This design comes from an exercise in tuning for small area, a short achievable clock period and few clock cycles per item on the open sky130 flow, not from production work. Function was checked by simulation only, so behaviour that the tests miss may differ from the original.

==> flow/design.v <==
package blist_pkg;
    localparam logic [2:0] CMD_INS_FRONT = 3'd0;
    localparam logic [2:0] CMD_INS_BACK  = 3'd1;
    localparam logic [2:0] CMD_INS_AT    = 3'd2;
    localparam logic [2:0] CMD_RM_FRONT  = 3'd3;
    localparam logic [2:0] CMD_RM_BACK   = 3'd4;
    localparam logic [1:0] ST_OK    = 2'd0;
    localparam logic [1:0] ST_RANGE = 2'd1;
    localparam logic [1:0] ST_EMPTY = 2'd2;
    localparam logic [1:0] ST_FULL  = 2'd3;
endpackage
module blist_ctrl
(
    input  logic clk,
    input  logic rst_n,
    input  logic in_valid,
    output logic in_ready,
    output logic out_valid,
    input  logic out_ready,
    output logic go         
);
    logic out_valid_reg;
    assign in_ready  = !out_valid_reg || out_ready;
    assign go        = in_valid && in_ready;
    assign out_valid = out_valid_reg;
    always_ff @(posedge clk or negedge rst_n)
    begin
        if (!rst_n)
            out_valid_reg <= 1'b0;
        else if (in_ready)
            out_valid_reg <= in_valid;
    end
endmodule
import blist_pkg::*;
module blist_dp
(
    input  logic               clk,
    input  logic               rst_n,
    input  logic               go,
    input  logic [2:0]         command,
    input  logic signed [31:0] value,
    input  logic [4:0]         position,
    output logic [1:0]         status,
    output logic [4:0]         size,
    output logic               is_empty,
    output logic signed [31:0] front_value,
    output logic signed [31:0] back_value
);
    logic [31:0] ent [16];
    logic [31:0] back_reg;
    logic [16:0] cnt_oh;       
    logic [4:0]  size_reg;     
    logic        empty_reg;
    logic [1:0]  status_reg;
    logic is_if, is_ib, is_ia, is_rf, is_rb, is_ins, is_rm;
    logic full, empty;
    logic range_bad, ins_ok, rm_ok, new_empty, pos_at_cnt;
    logic [15:0] pos_eq;       
    logic [15:0] pos_lt;       
    assign is_if  = (command == CMD_INS_FRONT);
    assign is_ib  = (command == CMD_INS_BACK);
    assign is_ia  = (command == CMD_INS_AT);
    assign is_rf  = (command == CMD_RM_FRONT);
    assign is_rb  = (command == CMD_RM_BACK);
    assign is_ins = is_if || is_ib || is_ia;
    assign is_rm  = is_rf || is_rb;
    assign empty = cnt_oh[0];
    assign full  = cnt_oh[16];
    always_comb
    begin
        for (int i = 0; i < 16; i++)
        begin
            pos_eq[i] = (position == 5'(i));
            pos_lt[i] = (position < 5'(i));
        end
    end
    assign range_bad  = is_ia && (position > size_reg);
    assign pos_at_cnt = (position == size_reg);
    assign ins_ok     = is_ins && !range_bad && !full;
    assign rm_ok      = is_rm && !empty;
    assign new_empty = (empty && !(is_if || is_ib || (is_ia && pos_eq[0])))
                    || (cnt_oh[1] && is_rm);
    logic        cnt_up, cnt_dn, cnt_hold;
    logic [16:0] cnt_next;
    assign cnt_up   = go && ins_ok;
    assign cnt_dn   = go && rm_ok;
    assign cnt_hold = !(cnt_up || cnt_dn);
    assign cnt_next = ({17{cnt_up}} & {cnt_oh[15:0], 1'b0})
                    | ({17{cnt_dn}} & {1'b0, cnt_oh[16:1]})
                    | ({17{cnt_hold}} & cnt_oh);
    always_ff @(posedge clk or negedge rst_n)
    begin
        if (!rst_n)
            cnt_oh <= 17'd1;
        else
            cnt_oh <= cnt_next;
    end
    logic [4:0] sz_same, sz_up, sz_dn;
    always_comb
    begin
        sz_same = '0;
        sz_up   = '0;
        sz_dn   = '0;
        for (int i = 0; i < 17; i++)
        begin
            sz_same = sz_same | ({5{cnt_oh[i]}} & 5'(i));
            if (i < 16)
                sz_up = sz_up | ({5{cnt_oh[i]}} & 5'(i + 1));
            if (i > 0)
                sz_dn = sz_dn | ({5{cnt_oh[i]}} & 5'(i - 1));
        end
    end
    always_ff @(posedge clk or negedge rst_n)
    begin
        if (!rst_n)
            size_reg <= '0;
        else if (go)
            size_reg <= ({5{cnt_up}} & sz_up) | ({5{cnt_dn}} & sz_dn)
                      | ({5{cnt_hold}} & sz_same);
    end
    always_ff @(posedge clk)
    begin
        if (go)
        begin
            empty_reg  <= new_empty;
            status_reg <= range_bad ? ST_RANGE
                        : (is_ins && full) ? ST_FULL
                        : (is_rm && empty) ? ST_EMPTY : ST_OK;
        end
    end
    logic [15:0] sel_r, sel_l, sel_v, sel_h;
    always_comb
    begin
        for (int i = 0; i < 16; i++)
        begin
            sel_r[i] = go && (i > 0) && !full && (is_if || (is_ia && pos_lt[i]));
            sel_v[i] = go && !full && ((is_if && (i == 0)) || (is_ib && cnt_oh[i])
                                       || (is_ia && pos_eq[i]));
            sel_l[i] = go && (i < 15) && is_rf && !((i == 0) && new_empty);
            sel_h[i] = !(sel_r[i] || sel_v[i] || sel_l[i] || ((i == 0) && go && new_empty));
        end
    end
    always_ff @(posedge clk)
    begin
        for (int i = 0; i < 16; i++)
            ent[i] <= ({32{sel_r[i]}} & ent[(i + 15) % 16])
                    | ({32{sel_l[i]}} & ent[(i + 1) % 16])
                    | ({32{sel_v[i]}} & value)
                    | ({32{sel_h[i]}} & ent[i]);
    end
    logic [31:0] second_last;
    logic        bk_v, bk_m, bk_h;
    always_comb
    begin
        second_last = '0;
        for (int i = 0; i < 15; i++)
            second_last = second_last | ({32{cnt_oh[i + 2]}} & ent[i]);
    end
    assign bk_v = go && !full && (is_ib || (is_if && empty) || (is_ia && pos_at_cnt));
    assign bk_m = go && is_rb && !empty && !cnt_oh[1];
    assign bk_h = !(bk_v || bk_m || (go && new_empty));
    always_ff @(posedge clk)
        back_reg <= ({32{bk_v}} & value)
                  | ({32{bk_m}} & second_last)
                  | ({32{bk_h}} & back_reg);
    assign status      = status_reg;
    assign size        = size_reg;
    assign is_empty    = empty_reg;
    assign front_value = ent[0];
    assign back_value  = back_reg;
endmodule
module bounded_ordered_list
(
    input  logic               clk,
    input  logic               rst_n,
    input  logic               in_valid,
    output logic               in_ready,
    input  logic [2:0]         command,
    input  logic signed [31:0] value,
    input  logic [4:0]         position,
    output logic               out_valid,
    input  logic               out_ready,
    output logic [1:0]         status,
    output logic [4:0]         size,
    output logic               is_empty,
    output logic signed [31:0] front_value,
    output logic signed [31:0] back_value
);
    logic go;
    blist_ctrl u_ctrl (
        .clk       (clk),
        .rst_n     (rst_n),
        .in_valid  (in_valid),
        .in_ready  (in_ready),
        .out_valid (out_valid),
        .out_ready (out_ready),
        .go        (go)
    );
    blist_dp u_dp (
        .clk         (clk),
        .rst_n       (rst_n),
        .go          (go),
        .command     (command),
        .value       (value),
        .position    (position),
        .status      (status),
        .size        (size),
        .is_empty    (is_empty),
        .front_value (front_value),
        .back_value  (back_value)
    );
endmodule
clock: 5.0 ns
lec_check: 0
cap_margin: 20
core_margin: 2
core_utilization: 40
cts_buf_list: sky130_fd_sc_hd__clkbuf_16
cts_cluster_diameter: 70
cts_cluster_size: 20
place_density: 0.75
setup_slack_margin: 2.6
slew_margin: 20
tns_end_percent: 30
standard.sh (not shown) runs the stock make flow with config.mk's settings and CLKGATE_MAP_FILE= SYNTH_SCRIPT=/design/flow/synth_recipe.tcl, a recipe that flattens the netlist after the stock synthesis.
==> flow/flow/run.sh <==
#!/bin/bash
# Layout flow: the standard layout (standard.sh) with two changes:
# every input and output port is buffered by sky130_fd_sc_hd__buf_4 instead
# of the buffer cell buffer_ports picks on its own, and the buffers ABC
# inserted during synthesis are removed at floorplan (REMOVE_ABC_BUFFERS),
# leaving buffering to the resizer. Everything else is the standard flow.
set -euo pipefail
export BUFFER_PORTS_ARGS="-buffer_cell sky130_fd_sc_hd__buf_4"
export REMOVE_ABC_BUFFERS=1
bash standard.sh > standard_flow.log 2>&1
Testbench counts at the start, summed over its fixed seeds: cycles 16,008, items 16,000.
Then changed:
--- a/flow/config.mk
+++ b/flow/config.mk
@@ -15 +15 @@
-export SETUP_SLACK_MARGIN = 2.6
+export SETUP_SLACK_MARGIN = 2.7
@@ -17 +17 @@
-export TNS_END_PERCENT = 30
+export TNS_END_PERCENT = 10
What happened: Synthesized cell count stays the same; utilization barely changes; routed wire length falls slightly; non-clock buffer count decreases by 7; die area stays the same; setup slack gains 0.038 ns.

## static timing again, ports no longer ideal
The flow's constraints put no driver on any port. The routed layouts listed below were extracted and timed again, unchanged, in two steps.
Step 1 assumes that a clkbuf_16 drives the clock port and a buf_2 every other input.
Step 2 moves the port delays by t, midway between the first and last clock arrival at a register: inputs arrive t later, outputs are due t later. That takes back most of the time a late clock gives input paths.
Three values: ideal ports, drivers, drivers and shift; two values: the first two.
run | shift t [ns] | setup WS [ns] | hold WS [ns] | clock arrival spread, ns | worst data-port slew with drivers (ns)
the first run | 0.675 | 2.348 / 2.347 / 1.673 | 0.278 / 0.239 / 0.446 | 0.021 / 0.021 | 0.13
the second run | 0.669 | 2.386 / 2.414 / 1.744 | 0.285 / 0.247 / 0.448 | 0.014 / 0.013 | 0.14
After both steps every run listed still meets setup and hold. The setup slack of the first run, which loses most, moves by -0.001 ns with the drivers and by -0.675 ns with both steps.
